From an optimization exercise on the open Yosys and OpenROAD flow, aimed at small area, a short achievable clock period and few clock cycles; shortcuts taken in it are not production practice. Only simulation tests tie the RTL to the original design; equivalence was not proved. Power and IR drop assume default switching activity.

==> flow/design.v <==
`timescale 1ns/1ns
`default_nettype none
package l1_cache_pkg;
    localparam int ADDR_W   = 32;
    localparam int DATA_W   = 32;
    localparam int OFFSET_W = 2;
    localparam int INDEX_W  = 4;
    localparam int SETS     = 16;
    localparam int WAYS     = 2;
    localparam int TAG_W    = ADDR_W - INDEX_W - OFFSET_W;
endpackage
`default_nettype wire
`timescale 1ns/1ns
`default_nettype none
module l1_dcache_top (
    input  logic        clk,
    input  logic        arst_n,
    input  logic        cpu_valid,
    output logic        cpu_ready,
    input  logic        cpu_op,
    input  logic [31:0] cpu_addr,
    input  logic [31:0] cpu_wdata,
    output logic        rsp_valid,
    output logic [31:0] rsp_rdata,
    output logic        lv2_req_valid,
    input  logic        lv2_req_ready,
    output logic        lv2_req_op,
    output logic [31:0] lv2_addr,
    output logic [31:0] lv2_wdata,
    input  logic        lv2_rsp_valid,
    input  logic [31:0] lv2_rsp_rdata
);
    localparam int TW = l1_cache_pkg::TAG_W;
    localparam int IW = l1_cache_pkg::INDEX_W;
    localparam int DW = l1_cache_pkg::DATA_W;
    localparam int NS = l1_cache_pkg::SETS;
    localparam int RQN = 8;              
    localparam int RQB = 3;              
    localparam int MFN = 4;              
    localparam int MFB = 2;              
    logic [TW-1:0] tag0 [NS];
    logic [TW-1:0] tag1 [NS];
    logic [DW-1:0] dmem [2*NS];          
    logic [NS-1:0] val0, val1;           
    logic [NS-1:0] dty0, dty1;           
    logic [NS-1:0] lru;                  
    logic [NS-1:0] pend0, pend1;         
    logic [1:0]    pmf0 [NS];            
    logic [1:0]    pmf1 [NS];
    logic          q_full;
    logic          q_op;
    logic [TW-1:0] q_tag;
    logic [IW-1:0] q_idx;
    logic [DW-1:0] q_wdata;
    logic          p_full;
    logic          p_op;
    logic [TW-1:0] p_tag;
    logic [IW-1:0] p_idx;
    logic [DW-1:0] p_wdata;
    logic          l_full;
    logic          l_op;
    logic [TW-1:0] l_tag;
    logic [IW-1:0] l_idx;
    logic [DW-1:0] l_wdata;
    logic          l_hit;
    logic          l_way;
    logic          l_d0, l_d1;           
    logic          l_vdty;               
    logic [TW-1:0] l_vtag;               
    logic [DW-1:0] rq_data [RQN];
    logic [RQN-1:0] rq_rdy;
    logic [MFB-1:0] rq_wmf [RQN];        
    logic [RQB-1:0] rq_hp, rq_tp;
    logic [RQB:0]   rq_cnt;
    logic [MFN-1:0] mf_way;
    logic [IW-1:0]  mf_idx [MFN];
    logic [MFB-1:0] mf_hp, mf_tp;
    logic [MFB:0]   mf_cnt;
    logic          fq_valid;
    logic          fq_way;
    logic [IW-1:0] fq_idx;
    logic [DW-1:0] fq_data;              
    logic          rf_valid;             
    logic [MFB-1:0] rf_mf;               
    logic          a_valid;
    logic          a_wb;                 
    logic [TW+IW-1:0] a_addr;
    logic [TW-1:0] a_rtag;
    logic [DW-1:0] a_wdata;
    logic          n_valid;
    logic          n_wb;
    logic [TW+IW-1:0] n_addr;
    logic [TW-1:0] n_rtag;
    logic [DW-1:0] n_wdata;
    logic          r_valid;
    logic [DW-1:0] r_data;
    logic          l_exec;
    logic          l_miss;
    logic          l_newdty;
    logic [DW-1:0] rd_data;
    logic          l_lpend;              
    logic [MFB-1:0] l_pmf;
    logic [DW-1:0] rd_raw;
    assign l_lpend  = l_way ? pend1[l_idx] : pend0[l_idx];
    assign l_pmf    = l_way ? pmf1[l_idx] : pmf0[l_idx];
    assign l_exec   = l_full && (rq_cnt != RQN[RQB:0])
                   && !(l_op && fq_valid && fq_way == l_way)
                   && (l_hit || (!n_valid && (mf_cnt != MFN[MFB:0])));
    assign l_miss   = l_exec && !l_hit;
    assign l_vdty   = l_way ? l_d1 : l_d0;
    assign l_newdty = l_op || (l_hit && l_vdty);
    assign rd_raw   = dmem[{l_way, l_idx}];
    assign rd_data  = (fq_valid && fq_way == l_way && fq_idx == l_idx) ? fq_data : rd_raw;
    logic [TW-1:0] t0, t1;
    logic          same;
    logic          eq_l;
    logic          m0, m1;
    logic          v0c, v1c;
    logic          d0c, d1c;
    logic          lru_c;
    logic          pk_hit;
    logic          pk_way;
    logic          pk_vict;              
    assign t0    = tag0[p_idx];
    assign t1    = tag1[p_idx];
    assign same  = l_exec && (l_idx == p_idx);
    assign eq_l  = (p_tag == l_tag);
    assign m0    = (same && !l_way) ? eq_l : (val0[p_idx] && (p_tag == t0));
    assign m1    = (same &&  l_way) ? eq_l : (val1[p_idx] && (p_tag == t1));
    assign v0c   = val0[p_idx] || (same && !l_way);
    assign v1c   = val1[p_idx] || (same &&  l_way);
    assign d0c   = (same && !l_way) ? l_newdty : (val0[p_idx] && dty0[p_idx]);
    assign d1c   = (same &&  l_way) ? l_newdty : (val1[p_idx] && dty1[p_idx]);
    assign lru_c = same ? l_way : lru[p_idx];
    assign pk_hit  = m0 || m1;
    assign pk_vict = !v0c ? 1'b0 : !v1c ? 1'b1 : !lru_c;
    assign pk_way  = m0 ? 1'b0 : m1 ? 1'b1 : pk_vict;
    logic l_free;
    logic p_load;
    assign l_free    = !l_full || l_exec;
    assign p_load    = !p_full || l_free;
    assign cpu_ready = !q_full;
    always_ff @(posedge clk or negedge arst_n) begin
        if (!arst_n) begin
            p_full <= 1'b0;
            q_full <= 1'b0;
            l_full <= 1'b0;
        end else begin
            if (p_load) begin
                p_full <= q_full || cpu_valid;
            end
            if (p_load) begin
                q_full <= 1'b0;
            end else if (!q_full) begin
                q_full <= cpu_valid;
            end
            if (l_free) begin
                l_full <= p_full;
            end
        end
    end
    always_ff @(posedge clk) begin
        if (p_load) begin
            if (q_full) begin
                p_op    <= q_op;
                p_tag   <= q_tag;
                p_idx   <= q_idx;
                p_wdata <= q_wdata;
            end else begin
                p_op    <= cpu_op;
                p_tag   <= cpu_addr[31 -: TW];
                p_idx   <= cpu_addr[2 +: IW];
                p_wdata <= cpu_wdata;
            end
        end
        if (!q_full) begin
            q_op    <= cpu_op;
            q_tag   <= cpu_addr[31 -: TW];
            q_idx   <= cpu_addr[2 +: IW];
            q_wdata <= cpu_wdata;
        end
        if (l_free) begin
            l_op    <= p_op;
            l_tag   <= p_tag;
            l_idx   <= p_idx;
            l_wdata <= p_wdata;
            l_hit   <= pk_hit;
            l_way   <= pk_way;
            l_d0    <= d0c;
            l_d1    <= d1c;
            l_vtag  <= pk_vict ? t1 : t0;
        end
    end
    always_ff @(posedge clk or negedge arst_n) begin
        if (!arst_n) begin
            val0 <= '0;
            val1 <= '0;
            lru  <= '0;
            pend0 <= '0;
            pend1 <= '0;
        end else begin
            if (fill_wr) begin
                if (mf_way[mf_hp]) pend1[mf_idx[mf_hp]] <= 1'b0;
                else               pend0[mf_idx[mf_hp]] <= 1'b0;
            end
            if (l_exec) begin
                if (l_way) val1[l_idx] <= 1'b1;
                else       val0[l_idx] <= 1'b1;
                lru[l_idx] <= l_way;
                if (l_op || !l_hit) begin
                    if (l_way) pend1[l_idx] <= !l_op;
                    else       pend0[l_idx] <= !l_op;
                end
            end
        end
    end
    always_ff @(posedge clk) begin
        if (l_miss) begin
            if (l_way) pmf1[l_idx] <= mf_tp;
            else       pmf0[l_idx] <= mf_tp;
        end
    end
    always_ff @(posedge clk) begin
        if (l_exec) begin
            if (l_way) begin
                tag1[l_idx] <= l_tag;
                dty1[l_idx] <= l_newdty;
            end else begin
                tag0[l_idx] <= l_tag;
                dty0[l_idx] <= l_newdty;
            end
        end
    end
    always_ff @(posedge clk) begin
        for (int w = 0; w < 2; w++) begin
            if (fq_valid && fq_way == w[0]) begin
                dmem[{w[0], fq_idx}] <= fq_data;
            end else if (l_exec && l_op && l_way == w[0]) begin
                dmem[{w[0], l_idx}] <= l_wdata;
            end
        end
    end
    logic          mf_take;
    logic          fill_wr;
    logic          head_wait;
    logic          rq_push;
    logic          rq_pop;
    logic          fill_head;
    assign mf_take    = lv2_rsp_valid;
    assign head_wait  = (mf_way[mf_hp] ? (pend1[mf_idx[mf_hp]] && pmf1[mf_idx[mf_hp]] == mf_hp)
                                        : (pend0[mf_idx[mf_hp]] && pmf0[mf_idx[mf_hp]] == mf_hp))
                     && !(l_exec && (l_op || !l_hit) && l_way == mf_way[mf_hp] && l_idx == mf_idx[mf_hp]);
    assign fill_wr    = lv2_rsp_valid && head_wait;
    always_ff @(posedge clk or negedge arst_n) begin
        if (!arst_n) begin
            mf_hp    <= '0;
            mf_tp    <= '0;
            mf_cnt   <= '0;
            fq_valid <= 1'b0;
            rf_valid <= 1'b0;
        end else begin
            if (l_miss) begin
                mf_tp <= mf_tp + 1'b1;
            end
            if (mf_take) begin
                mf_hp <= mf_hp + 1'b1;
            end
            mf_cnt   <= mf_cnt + {{MFB{1'b0}}, l_miss} - {{MFB{1'b0}}, mf_take};
            fq_valid <= fill_wr;
            rf_valid <= lv2_rsp_valid;
        end
    end
    always_ff @(posedge clk) begin
        if (l_miss) begin
            mf_way[mf_tp]  <= l_way;
            mf_idx[mf_tp]  <= l_idx;
        end
        fq_way  <= mf_way[mf_hp];
        fq_idx  <= mf_idx[mf_hp];
        fq_data <= lv2_rsp_rdata;
        rf_mf   <= mf_hp;
    end
    logic          push_wait;
    logic [MFB-1:0] push_wmf;
    logic          fill_head_q;
    assign rq_push   = l_exec;
    assign push_wait = !l_op && (!l_hit || l_lpend);
    assign push_wmf  = l_hit ? l_pmf : mf_tp;
    assign fill_head   = lv2_rsp_valid && !rq_rdy[rq_hp] && (rq_wmf[rq_hp] == mf_hp);
    assign fill_head_q = rf_valid && !rq_rdy[rq_hp] && (rq_wmf[rq_hp] == rf_mf);
    assign rq_pop      = (rq_cnt != '0) && (rq_rdy[rq_hp] || fill_head || fill_head_q);
    always_ff @(posedge clk or negedge arst_n) begin
        if (!arst_n) begin
            rq_hp   <= '0;
            rq_tp   <= '0;
            rq_cnt  <= '0;
            r_valid <= 1'b0;
        end else begin
            if (rq_push) begin
                rq_tp <= rq_tp + 1'b1;
            end
            if (rq_pop) begin
                rq_hp <= rq_hp + 1'b1;
            end
            rq_cnt  <= rq_cnt + {{RQB{1'b0}}, rq_push} - {{RQB{1'b0}}, rq_pop};
            r_valid <= rq_pop;
        end
    end
    always_ff @(posedge clk) begin
        for (int e = 0; e < RQN; e++) begin
            if (rq_push && rq_tp == RQB'(e)) begin
                rq_rdy[e]  <= !push_wait;
                rq_wmf[e]  <= push_wmf;
                rq_data[e] <= l_op ? l_wdata : rd_data;
            end else if (rf_valid && !rq_rdy[e] && rq_wmf[e] == rf_mf) begin
                rq_rdy[e]  <= 1'b1;
                rq_data[e] <= fq_data;
            end
        end
        r_data <= fill_head ? lv2_rsp_rdata : fill_head_q ? fq_data : rq_data[rq_hp];
    end
    assign rsp_valid = r_valid;
    assign rsp_rdata = r_data;
    logic          a_next;               
    logic          a_take_l;             
    logic [TW+IW-1:0] l_first;           
    assign a_next   = a_valid && lv2_req_ready && !a_wb;
    assign a_take_l = l_miss && (!a_valid || (a_next && !n_valid));
    assign l_first  = {(l_vdty ? l_vtag : l_tag), l_idx};
    always_ff @(posedge clk or negedge arst_n) begin
        if (!arst_n) begin
            a_valid <= 1'b0;
            a_wb    <= 1'b0;
            n_valid <= 1'b0;
        end else begin
            if (a_take_l) begin
                a_valid <= 1'b1;
                a_wb    <= l_vdty;
            end else if (a_valid && lv2_req_ready) begin
                if (a_wb) begin
                    a_wb <= 1'b0;
                end else begin
                    a_valid <= n_valid;
                    a_wb    <= n_wb;
                end
            end
            if (l_miss && !a_take_l) begin
                n_valid <= 1'b1;
            end else if (a_next) begin
                n_valid <= 1'b0;
            end
        end
    end
    always_ff @(posedge clk) begin
        if (a_take_l) begin
            a_addr  <= l_first;
            a_rtag  <= l_tag;
            a_wdata <= rd_data;
        end else if (a_valid && lv2_req_ready) begin
            if (a_wb) begin
                a_addr[IW +: TW] <= a_rtag;
            end else begin
                a_addr  <= n_addr;
                a_rtag  <= n_rtag;
                a_wdata <= n_wdata;
            end
        end
        if (l_miss && !a_take_l) begin
            n_wb    <= l_vdty;
            n_addr  <= l_first;
            n_rtag  <= l_tag;
            n_wdata <= rd_data;
        end
    end
    assign lv2_req_valid = a_valid;
    assign lv2_req_op    = a_wb;
    assign lv2_addr      = {a_addr, 2'b00};
    assign lv2_wdata     = a_wdata;
endmodule
`default_nettype wire
==> flow/run.sh <==
#!/bin/bash
# synth_recipe.tcl (not shown) runs the flow's synth.tcl, then flattens the netlist and writes it again
# the make line also repeats each setting of config.mk as NAME=value (left out here)
make -C /OpenROAD-flow-scripts/flow DESIGN_CONFIG=/design/flow/config.mk WORK_HOME=/design/flow/orfs CLKGATE_MAP_FILE= SYNTH_SCRIPT=/design/flow/synth_recipe.tcl finish
==> flow/config.mk <==
export PLATFORM = sky130hd
export DESIGN_NAME = l1_dcache_top
export DESIGN_NICKNAME = l1_dcache_top
export VERILOG_FILES = /design/flow/design.v
export SDC_FILE = /design/flow/constraint.sdc
export NUM_CORES = 4
export LEC_CHECK = 0
export ABC_AREA = 1
export CAP_MARGIN = 20
export CORE_MARGIN = 2
export CORE_UTILIZATION = 55
export CTS_CLUSTER_DIAMETER = 100
export CTS_CLUSTER_SIZE = 30
export SETUP_SLACK_MARGIN = 4.5
export SLEW_MARGIN = 20
==> flow/constraint.sdc <==
create_clock -name core_clock -period 8.0 [get_ports {clk}]
set_input_delay 1.6000 -clock core_clock [delete_from_list [all_inputs] [get_ports {clk}]]
set_output_delay 1.6000 -clock core_clock [all_outputs]
set_load 0.01 [all_outputs]
==> notes.md, run 1 <==
* Register area share after synthesis at 70.8%
* Top FF cell, synth: edfxtp_1
* Vias at 82359
* Netlist Area Pre-Place at 0.117 mm²
* Met2 wire length at 176000 µm
* Mean Syn Cell Area at 11.6 µm²
* Largest net degree at the start of global routing at 156
* TritonCTS clock tree: yes
* Top routing layer in use: met5
* RSZ-0062 raised after global routing: yes
* Buf/Inv on CP at 3
* Setup TNS at 0 ns
* WL per Instance at 28.6 µm
* CTS H-tree depth at 3
* Die Area at 0.217 mm²
* Syn Inst Count at 10115
* Initial DRC Count at 11512
* Hpwl dp at 209000 µm
* Total GRT Usage at 33.8%
* Die height at 466 µm
* Initial Utilization at 55.3%
* Power per cell area at 434 mW/mm²
* Critical Path Most Common Cell: nor2_1
* Core area at 0.212 mm²
* Distinct cell type count after synthesis at 51
* Final Critical Period at 3.51 ns
* Asr flop ratio synth at 3.74%
* Synth warn at 3
* I/O pin count at 202
* Final wirelength at 375000 µm
* Sequence of cells on the critical path: buf_4 > buf_4 > nand3_1 > nand3_1 > o21ai_0 > nor2_1 > nand2_1 > nor2_1 > nand2_1 > nor2_1 > nor2_1 > nand2_1 > inv_1
* Tcrit/Tclk final at 43.9%
* Iteration count of the initial detailed-routing pass at 6
* Area grow syn2layout at 11.2%
* Share of cells above drive strength 1 at 8.88%
* # DRC at 0
* Met3 routed WL at 34400 µm
* Skew final at 0.0633 ns
* Via/cell ratio at 6.28
* Remaining global-route overflow at 0
* Final hold slack at 0.416 ns
* Vias in the first global route at 76577
* CP max stage cell: buf_4
* Final setup fails at 0
* Worst-skew pair later-pin latency at 0.88 ns
* Cell Rows at 169
* TritonCTS Buffers at 109
* LEAKAGE at 45.1 nW
* First-pass GRT wire length at 534000 µm
* Fin. Hold Viols at 0
* Largest delay share family, worst path: simple AND/OR/NAND/NOR gates
* Commonest non-fill, non-tap cell in the layout: edfxtp_1
* Hold buffers post-CTS at 0
* M1 WL at 146000 µm
* Outcome: timing/DRC/antenna clean
* Number of port buffers at 197
* WP data arrival at 4.10 ns
* Initial antenna violation count at 13
* Fmax at 0.285 GHz
* Worst-path clk slew at 0.11 ns
* Setup crit start kind: register
* Maxcap violations at 0
* Clock Sink Count at 2833
* Post-synth EDFFs at 2585
* Crit end category: register
* Worst-margin pin slew at 1.16 ns
* Fin nets at 10352
* CTS Root Cell: clkbuf_16
* RD Place Congestion at 0.948
* Crit-path max cell delay at 0.56 ns
* Die W at 466 µm
* Most frequent cells in the layout: 2585 x edfxtp_1, 1545 x nand2_1, 1408 x o21ai_0
* Max-Slew Margin vs Limit at 22.7%
* Clock Tree Buf Depth at 3
* Critical Path Fanout Max at 28
* Setup CP Type: register to register
* Yosys reg bits at 2833
* Worst min path class: register to register
* Max Slew Vio Count at 0
* Antenna-violating nets left at 0
* Required time of the worst setup path at 8.60 ns
* Maximum vdd ir drop at 0.000330 V
-- cells by family (layout without fill, tap and decap cells) --
group	count (synthesis)	after routing	share of synthesized area, %
DFF	2833	2833	70.8
and+or+nand+nor	3631	3650	12.6
adders and majority gates	37	37	0.407
other	1	15	0.00320
AOI/OAI and AO/OA	2464	2465	11.9
xor gates and xnor gates	44	44	0.328
buffers and inverters	1105	1259	3.90
-- what timing repair did --
| action | CTS | global route |
|---|---|---|
| resized for setup | 315 | 81 |
| buffers inserted | 142 | 37 |
| pin swaps | 69 | 23 |
| setup endpoints to repair | 3520 | 1999 |
| gates cloned | 42 | 7 |
-- metrics by stage --
step	instance area (µm²)	setup WS [ns]	instances	power, mW	util (%)
detailed placement	123000	2.34	12683	46.4	57.8
global placement	123000	2.47	12679	45.9	57.8
global route	130000	4.41	13116	59.0	61.5
finish	130000	4.49	13124	56.6	61.5
floorplan	118000	4.13	10116	36.8	-
CTS	129000	4.49	13055	55.5	61.0
-- cell usage after synthesis, types with 13 or more instances --
library cell     n  area [µm²]
o22ai_1        317        1980
a221oi_1        29         254
clkbuf_1       438        1640
dfrtp_1        106        2650
ha_1            35         438
o21bai_1        16         120
o21ai_1        111         556
inv_1          393        1480
o221ai_1        39         342
o21ai_0       1449        7250
nand4_1        137         857
buf_4           33         248
nand2_1       1567        5880
nand2_2         13        81.3
a32o_1          15         150
edfxtp_1      2585       77600
o21ai_2         44         385
o211ai_1       233        1750
xor2_1          34         298
nor4_1          19         119
nor2_1        1386        5200
buf_2          169         846
inv_2           21        78.8
nor3_1          34         170
nand3_1        449        2250
a21oi_1        142         711
a31oi_1         51         319
buf_1           31         116
dfxtp_1        142        2840
-- power by group --
group	internal (mW)	switching [mW]
Combinational	7.21	19.2
Clock	2.76	4.55
Sequential	21.3	1.55
-- sequential cells by signal, summed over array words and instances, names as in the netlist, 30 cells and up, named ones only --
signal	count
a_wdata	32
q_wdata	32
a_addr	30
tag0	416
pmf0	32
fq_data	32
l_wdata	32
n_wdata	32
p_wdata	32
rq_data	256
r_data	32
pmf1	32
dmem	1024
tag1	416
n_addr	30
-- final timing paths --
| check | startpoint | endpoint | slack, ns | cells past startpoint |
|---|---|---|---|---|
| setup reg to reg | register | l_way$_SDFFCE_PP0N_ | 4.49 | 13 |
| hold reg to reg | p_wdata[28]$_DFFE_PN_ | l_wdata[28]$_DFFE_PN_ | 0.42 | 0 |
| setup / recovery | register | l_way$_SDFFCE_PP0N_ | 4.49 | 13 |
| max in group asynchronous | arst_n | mf_hp[0]$_DFFE_PN0P_ | 5.70 | 2 |
| min in group asynchronous | arst_n | val1[3]$_DFFE_PN0P_ | 0.82 | 1 |
| hold / removal | p_wdata[28]$_DFFE_PN_ | l_wdata[28]$_DFFE_PN_ | 0.42 | 0 |
-- routing by layer --
layer / vias to the layer above / track usage (%)
li1: 36401 / -
met1: 41029 / 45.9
met2: 4245 / 54.4
met3: 678 / 4.78
met4: 6 / 15.2
met5: - / 0
-- layout make-up --
| class | count | area (µm²) |
|---|---|---|
| antenna | 13 | 32.5 |
| fill | 16731 | 81600 |
| clock inverter | 29 | 354 |
| multi-input combinational | 6198 | 31300 |
| sequential | 2833 | 83200 |
| timing repair inverter | 4 | 33.8 |
| clock buffer | 159 | 2990 |
| timing repair buffer | 645 | 7360 |
| inverter | 422 | 1750 |
| tap | 2821 | 3530 |
Testbench counts, summed over its fixed seeds: cycles 22,924.
==> run 2: changes to the inputs <==
--- a/flow/config.mk
+++ b/flow/config.mk
@@ -12,3 +12,3 @@
 export CTS_CLUSTER_DIAMETER = 100
-export CTS_CLUSTER_SIZE = 30
+export CTS_CLUSTER_SIZE = 22
 export SETUP_SLACK_MARGIN = 4.5
==> notes.md, run 2 <==
* WP data arrival at 4.13 ns
* Final setup fails at 0
* Asr flop ratio synth at 3.74%
* Vias at 82459
* Max FFs per register at 1024
* # DRC at 0
* Number of port buffers at 197
* Fmax at 0.284 GHz
* WL per Instance at 28.4 µm
* Core area at 0.212 mm²
* Netlist Area Pre-Place at 0.117 mm²
* Sw frac at 44.3%
* Distinct cell type count after synthesis at 51
* Die W at 466 µm
* Maximum vdd ir drop at 0.000328 V
* Cell Rows at 169
* Yosys reg bits at 2833
* Register area share after synthesis at 70.8%
* Die Area at 0.217 mm²
* Post-synth top cells: 2585 x edfxtp_1, 1567 x nand2_1, 1449 x o21ai_0
* Max-Slew Margin vs Limit at 24.8%
* Clock Sink Count at 2833
* Initial Utilization at 55.3%
* Required time of the worst setup path at 8.60 ns
* Worst-skew pair later-pin latency at 0.87 ns
* Setup slack, reg-to-reg at 4.47 ns
* Die height at 466 µm
* First-pass GRT wire length at 534000 µm
* P_sw at 25.4 mW
* Total GRT Usage at 33.8%
* Worst min path class: register to register
* Largest net degree at the start of global routing at 156
* Initial antenna violation count at 17
* Worst-path clk slew at 0.09 ns
* Power per cell area at 438 mW/mm²
* Hpwl dp at 209000 µm
* I/O pin count at 202
* TritonCTS clock tree: yes
* Iteration count of the initial detailed-routing pass at 6
* Synth top area cells: edfxtp_1 66%, o21ai_0 6.2%, nand2_1 5.0%
* RSZ-0062 raised after global routing: yes
* Setup TNS at 0 ns
* Clock Tree Buf Depth at 3
* Area grow syn2layout at 11.5%
* LEAKAGE at 45.4 nW
* TritonCTS Buffers at 146
* Vias in the first global route at 76984
* Skew final at 0.0389 ns
* Fin. Hold Viols at 0
* Share of cells above drive strength 1 at 8.89%
* Outcome: timing/DRC/antenna clean
* Tcrit/Tclk final at 44.1%
* Final Critical Period at 3.53 ns
* Post-synth EDFFs at 2585
* Maxcap violations at 0
* Worst-margin pin slew at 1.13 ns
* Total power at 57.3 mW
* Critical Path Fanout Max at 40
* Top cell type's share of synthesized area at 66.2%
* CTS H-tree depth at 4
* Setup crit start kind: register
* Final wirelength at 373000 µm
* Crit end category: register
* Mean Syn Cell Area at 11.6 µm²
* Fin nets at 10364
* Remaining global-route overflow at 0
* Clock network power share at 14.3%
* Layout Utilization at 61.7%
* Top FF cell, synth: edfxtp_1
* Sequential power share at 39.9%
* Max Slew Vio Count at 0
* Via/cell ratio at 6.28
* RD Place Congestion at 0.948
* Most frequent cells in the layout: 2585 x edfxtp_1, 1543 x nand2_1, 1412 x o21ai_0
* CTS Root Cell: clkbuf_16
* Synth warn at 3
* Internal power at 31.9 mW
* Initial DRC Count at 10942
* Antenna-violating nets left at 0
* Gate power share at 45.8%
* Setup CP Type: register to register
* Yosys top cell by area: edfxtp_1
* Leading cell type by number of instances after synthesis: edfxtp_1
* Syn Inst Count at 10115
* Commonest non-fill, non-tap cell in the layout: edfxtp_1
[run 2: cell counts after synthesis]
Identical to the previous run, type by type.
[run 2: repair_timing]
action	4_1_cts	5_1_grt
gates cloned	41	5
gates resized for setup	322	77
endpoints found under the hold margin	0	0
buffers inserted	123	34
setup endpoints to repair	3556	2161
hold buffers	0	0
pin swaps	59	26
[run 2: power groups by stage]
stage	Clock [mW]	Sequential (mW)	Combinational (mW)
floorplan	0	22.9	13.9
global placement	0	23.3	22.6
detailed placement	0	23.4	23.0
CTS	8.29	23.0	25.0
global route	8.76	23.1	28.0
finish	8.21	22.9	26.3
[run 2: logic make-up (layout without fill, tap and decap cells)]
logic type                 Yosys count  count (layout)  synth area share (%)
adders and majority gates           37              37                 0.407
and+or+nand+nor                   3631            3649                  12.6
AOI/OAI and AO/OA                 2464            2465                  11.9
DFF                               2833            2833                  70.8
xor gates and xnor gates            44              44                 0.328
buffers and inverters             1105            1269                  3.90
other                                1              14               0.00320
[run 2: through the flow]
stage	setup WS, ns	cell area (µm²)	cells	hold WS (ns)
after floorplan	4.13	118000	10116	0.368
after global placement	2.47	123000	12679	0.401
after detailed placement	2.34	123000	12683	0.406
after CTS	4.32	130000	13069	0.401
after global routing	4.41	131000	13125	0.402
final	4.47	131000	13132	0.404
[run 2: final cells by class]
cell class	instances	area [µm²]
sequential	2833	83200
tap	2821	3530
clock buffer	208	3940
multi-input combinational	6197	31300
antenna	12	30.0
clock inverter	14	235
timing repair inverter	5	47.5
fill	16714	81200
timing repair buffer	620	6890
inverter	422	1750
[run 2: path summary, 6_finish.rpt]
path,startpoint,end,cells after the start
worst max-delay path,l_idx[3]$_DFFE_PN_,rq_data[5][26]$_DFFE_PP_,10
min in group asynchronous,arst_n,val1[0]$_DFFE_PN0P_,1
worst max register to register,l_idx[3]$_DFFE_PN_,rq_data[5][26]$_DFFE_PP_,10
worst min-delay path,p_wdata[28]$_DFFE_PN_,l_wdata[28]$_DFFE_PN_,0
max in group asynchronous,arst_n,mf_hp[0]$_DFFE_PN0P_,2
worst min register to register,p_wdata[28]$_DFFE_PN_,l_wdata[28]$_DFFE_PN_,0
[run 2: critical path, cell delays in order, from the launching register on]
cell	delay [ns]
edfxtp_1	0.44
buf_12	0.18
or2_2	0.32
a21oi_4	0.39
nand4_4	0.10
buf_4	0.21
buf_4	0.32
o211ai_1	0.35
o21ai_1	0.25
o21ai_2	0.53
o21ai_1	0.12
[run 2: per-layer routing]
| layer | up-vias | part of all wire (%) | track usage, % |
|---|---|---|---|
| met2 | 4380 | 47 | 53.6 |
| li1 | 36467 | - | - |
| met1 | 40854 | 39 | 45.8 |
| met3 | 754 | 9.6 | 5.38 |
| met5 | - | 0.0072 | 0 |
| met4 | 4 | 5.3 | 16.3 |
==> run 3: changes to the inputs <==
--- a/flow/config.mk
+++ b/flow/config.mk
@@ -10,3 +10,3 @@
 export CORE_MARGIN = 2
-export CORE_UTILIZATION = 55
+export CORE_UTILIZATION = 65
 export CTS_CLUSTER_DIAMETER = 100
==> notes.md, run 3 <==
* Mean Syn Cell Area at 11.6 µm²
* Largest net degree at the start of global routing at 217
* Core area at 0.179 mm²
* RSZ-0062 raised after global routing: yes
* P_sw at 25.3 mW
* Share of cells above drive strength 1 at 8.57%
* Top cell type's share of synthesized area at 66.2%
* TritonCTS clock tree: yes
* Post-synth top cells: 2585 x edfxtp_1, 1567 x nand2_1, 1449 x o21ai_0
* Hpwl dp at 200000 µm
* Die W at 429 µm
* Fin cells at 12626
* Worst-skew pair later-pin latency at 0.85 ns
* First-pass GRT wire length at 518000 µm
* Gate power share at 45.9%
* Max FFs per register at 1024
* Final Critical Period at 3.58 ns
* Max Slew Vio Count at 0
* Fmax at 0.279 GHz
* Sequential power share at 40.0%
* Commonest non-fill, non-tap cell in the layout: edfxtp_1
* CTS H-tree depth at 4
* Vias in the first global route at 78072
* Clock network power share at 14.1%
* Yosys reg bits at 2833
* Asr flop ratio synth at 3.74%
* Synth top area cells: edfxtp_1 66%, o21ai_0 6.2%, nand2_1 5.0%
* Maximum vdd ir drop at 0.000445 V
* Setup CP Type: register to register
* Crit end category: register
* Iteration count of the initial detailed-routing pass at 7
* # fillers at 12116
* Number of port buffers at 197
* TritonCTS Buffers at 146
* Initial DRC Count at 12830
* Total GRT Usage at 38.5%
* Register area share after synthesis at 70.8%
* Power per cell area at 439 mW/mm²
* I/O pin count at 202
* Final setup fails at 0
* Internal power at 31.8 mW
* Antenna-violating nets left at 0
* Max-Slew Margin vs Limit at 19.1%
* Vias at 83413
* Worst-path clk slew at 0.10 ns
* Yosys top cell by area: edfxtp_1
* Setup crit start kind: register
* Maxcap violations at 0
* Clock Sink Count at 2833
* Initial Utilization at 65.6%
* Tcrit/Tclk final at 44.8%
* CTS Root Cell: clkbuf_16
* Cell Rows at 155
* Syn Inst Count at 10115
* WL per Instance at 28.8 µm
* Die height at 429 µm
* Setup TNS at 0 ns
* Skew final at 0.0323 ns
* Fin nets at 10332
* Remaining global-route overflow at 0
* Netlist Area Pre-Place at 0.117 mm²
* Layout Utilization at 72.6%
* Sw frac at 44.3%
* Outcome: timing/DRC/antenna clean
* Post-synth EDFFs at 2585
* Critical Path Fanout Max at 14
* Area grow syn2layout at 10.8%
* Placed insts at 12223
* Top FF cell, synth: edfxtp_1
* Final wirelength at 363000 µm
* Required time of the worst setup path at 8.73 ns
* Die Area at 0.184 mm²
* # DRC at 0
* Fin. Hold Viols at 0
* LEAKAGE at 45.1 nW
* Worst-margin pin slew at 1.21 ns
* Leading cell type by number of instances after synthesis: edfxtp_1
* Initial antenna violation count at 8
* Most frequent cells in the layout: 2585 x edfxtp_1, 1548 x nand2_1, 1424 x o21ai_0
* WP data arrival at 4.31 ns
* Distinct cell type count after synthesis at 51
* Worst min path class: register to register
* Via/cell ratio at 6.61
* Clock Tree Buf Depth at 3
* Synth warn at 3
* RD Place Congestion at 0.918
* Total power at 57.1 mW
[run 3: cell count changes in the layout (fill, tap and decap cells not counted), sizes merged, moves of 3 or more]
| cell | previous run | this run |
|---|---|---|
| buf | 404 | 373 |
| bufbuf | 19 | 13 |
| clkbuf | 210 | 216 |
| clkdlybuf4s50 | 149 | 176 |
| clkinv | 14 | 18 |
| diode | 12 | 7 |
| dlygate4sd2 | 44 | 19 |
| inv | 420 | 417 |
| nor2 | 1412 | 1405 |
[run 3: worst max-delay path, cell delays in order, from the launching register on]
cell and delay [ns]:
dfrtp_2 0.57, buf_4 0.29, nand2_1 0.21, o21ai_2 0.81, nand3_1 0.17, nand3_1 0.14, nand3_1 0.17, nand3_1 0.14
nand3_2 0.11, o21bai_4 0.39, inv_1 0.08, nor2_1 0.33
[run 3: area by class of cell]
| cell class | instances | area, µm² | area share, % |
|---|---|---|---|
| inverters | 422 | 1770 | 1.36 |
| flip-flops and latches | 2833 | 83200 | 64.0 |
| clock buffers | 207 | 3970 | 3.05 |
| diodes | 7 | 17.5 | 0.0135 |
| well taps | 2355 | 2950 | 2.27 |
| multi-input cells | 6192 | 31200 | 24.0 |
| repair buffers | 591 | 6720 | 5.17 |
| repair inverters | 7 | 60.1 | 0.0462 |
| clock inverters | 12 | 145 | 0.112 |
[run 3: logic make-up (layout without fill, tap and decap cells)]
| logic type | Yosys count | count (layout) | synth area share (%) |
|---|---|---|---|
| adder cells (fa/ha/maj) | 37 | 37 | 0.407 |
| buffers and inverters | 1105 | 1239 | 3.90 |
| other | 1 | 9 | 0.00320 |
| AO/OA/AOI/OAI | 2464 | 2465 | 11.9 |
| flip-flops | 2833 | 2833 | 70.8 |
| AND/OR/NAND/NOR | 3631 | 3644 | 12.6 |
| XOR/XNOR | 44 | 44 | 0.328 |
[run 3: per-layer routing]
layer  GRT usage [%]  part of all wire, %  vias to the layer above
li1                -                    -                    36382
met1            50.2                   35                    40553
met2            60.9                   47                     5431
met3            6.77                   11                     1039
met4            23.9                  7.2                        8
met5               0                0.022                        -
[run 3: repair_timing]
item / in CTS / in global routing
resized for setup: 292 / 140
setup buffers: 89 / 40
pin swaps: 49 / 30
hold buffers: 0 / 0
endpoints found under the hold margin: 0 / 0
cloned: 31 / 12
setup endpoints to repair: 3992 / 2119
[run 3: worst paths after layout]
path	from	end	slack (ns)	cells past startpoint
setup / recovery	mf_hp[1]$_DFFE_PN0P_	fq_valid$_DFF_PN0_	4.42	11
hold / removal	p_wdata[28]$_DFFE_PN_	l_wdata[28]$_DFFE_PN_	0.42	0
setup reg to reg	mf_hp[1]$_DFFE_PN0P_	fq_valid$_DFF_PN0_	4.42	11
hold reg to reg	p_wdata[28]$_DFFE_PN_	l_wdata[28]$_DFFE_PN_	0.42	0
max in group asynchronous	arst_n	mf_hp[0]$_DFFE_PN0P_	5.71	2
min in group asynchronous	arst_n	lru[6]$_DFFE_PN0N_	0.74	1
[run 3: per-stage QoR]
stage               hold slack, ns  setup WS [ns]  area (µm²)
CTS                          0.426           4.41      129000
global placement             0.400           2.21      122000
finish                       0.425           4.42      130000
floorplan                    0.368           4.13      118000
detailed placement           0.405           2.10      122000
global route                 0.431           4.31      130000
[run 3: power groups by stage]
stage               clock (mW)  sequential (mW)  combinational (mW)
detailed placement           0             23.3                22.9
floorplan                    0             22.9                13.9
global placement             0             23.2                22.3
CTS                       8.07             22.9                24.6
global route              8.56             23.0                27.7
finish                    8.06             22.8                26.2

==> port drivers added, routing unchanged <==
How much do the figures lean on ideal ports? The routed layouts below were timed once more, with nothing changed but the port constraints. Step 1 (the two cells are an assumption about what drives the block):
set clk [get_ports {clk}]
set_driving_cell -lib_cell sky130_fd_sc_hd__clkbuf_16 $clk
set_driving_cell -lib_cell sky130_fd_sc_hd__buf_2 [delete_from_list [all_inputs] $clk]
Step 2 times the ports against the registers' clock, not the clock port: input delays grow and output delays shrink by t, the midpoint of the rising clock arrivals with the driver on. Three values: no drivers, after step 1, after step 2; two values: the first two.
| run | t, ns | setup WS [ns] | worst hold slack (ns) |
|---|---|---|---|
| run 1 | 0.926 | 4.491 / 4.411 / 3.694 | 0.416 / 0.416 / 0.416 |
| run 2 | 0.950 | 4.474 / 4.416 / 3.687 | 0.404 / 0.404 / 0.404 |
| run 3 | 0.931 | 4.416 / 4.416 / 3.711 | 0.425 / 0.425 / 0.425 |
After both steps setup and hold are still met in every run listed. For run 1, which loses most, drivers alone change the setup slack by -0.080 ns; drivers and shift together by -0.797 ns.
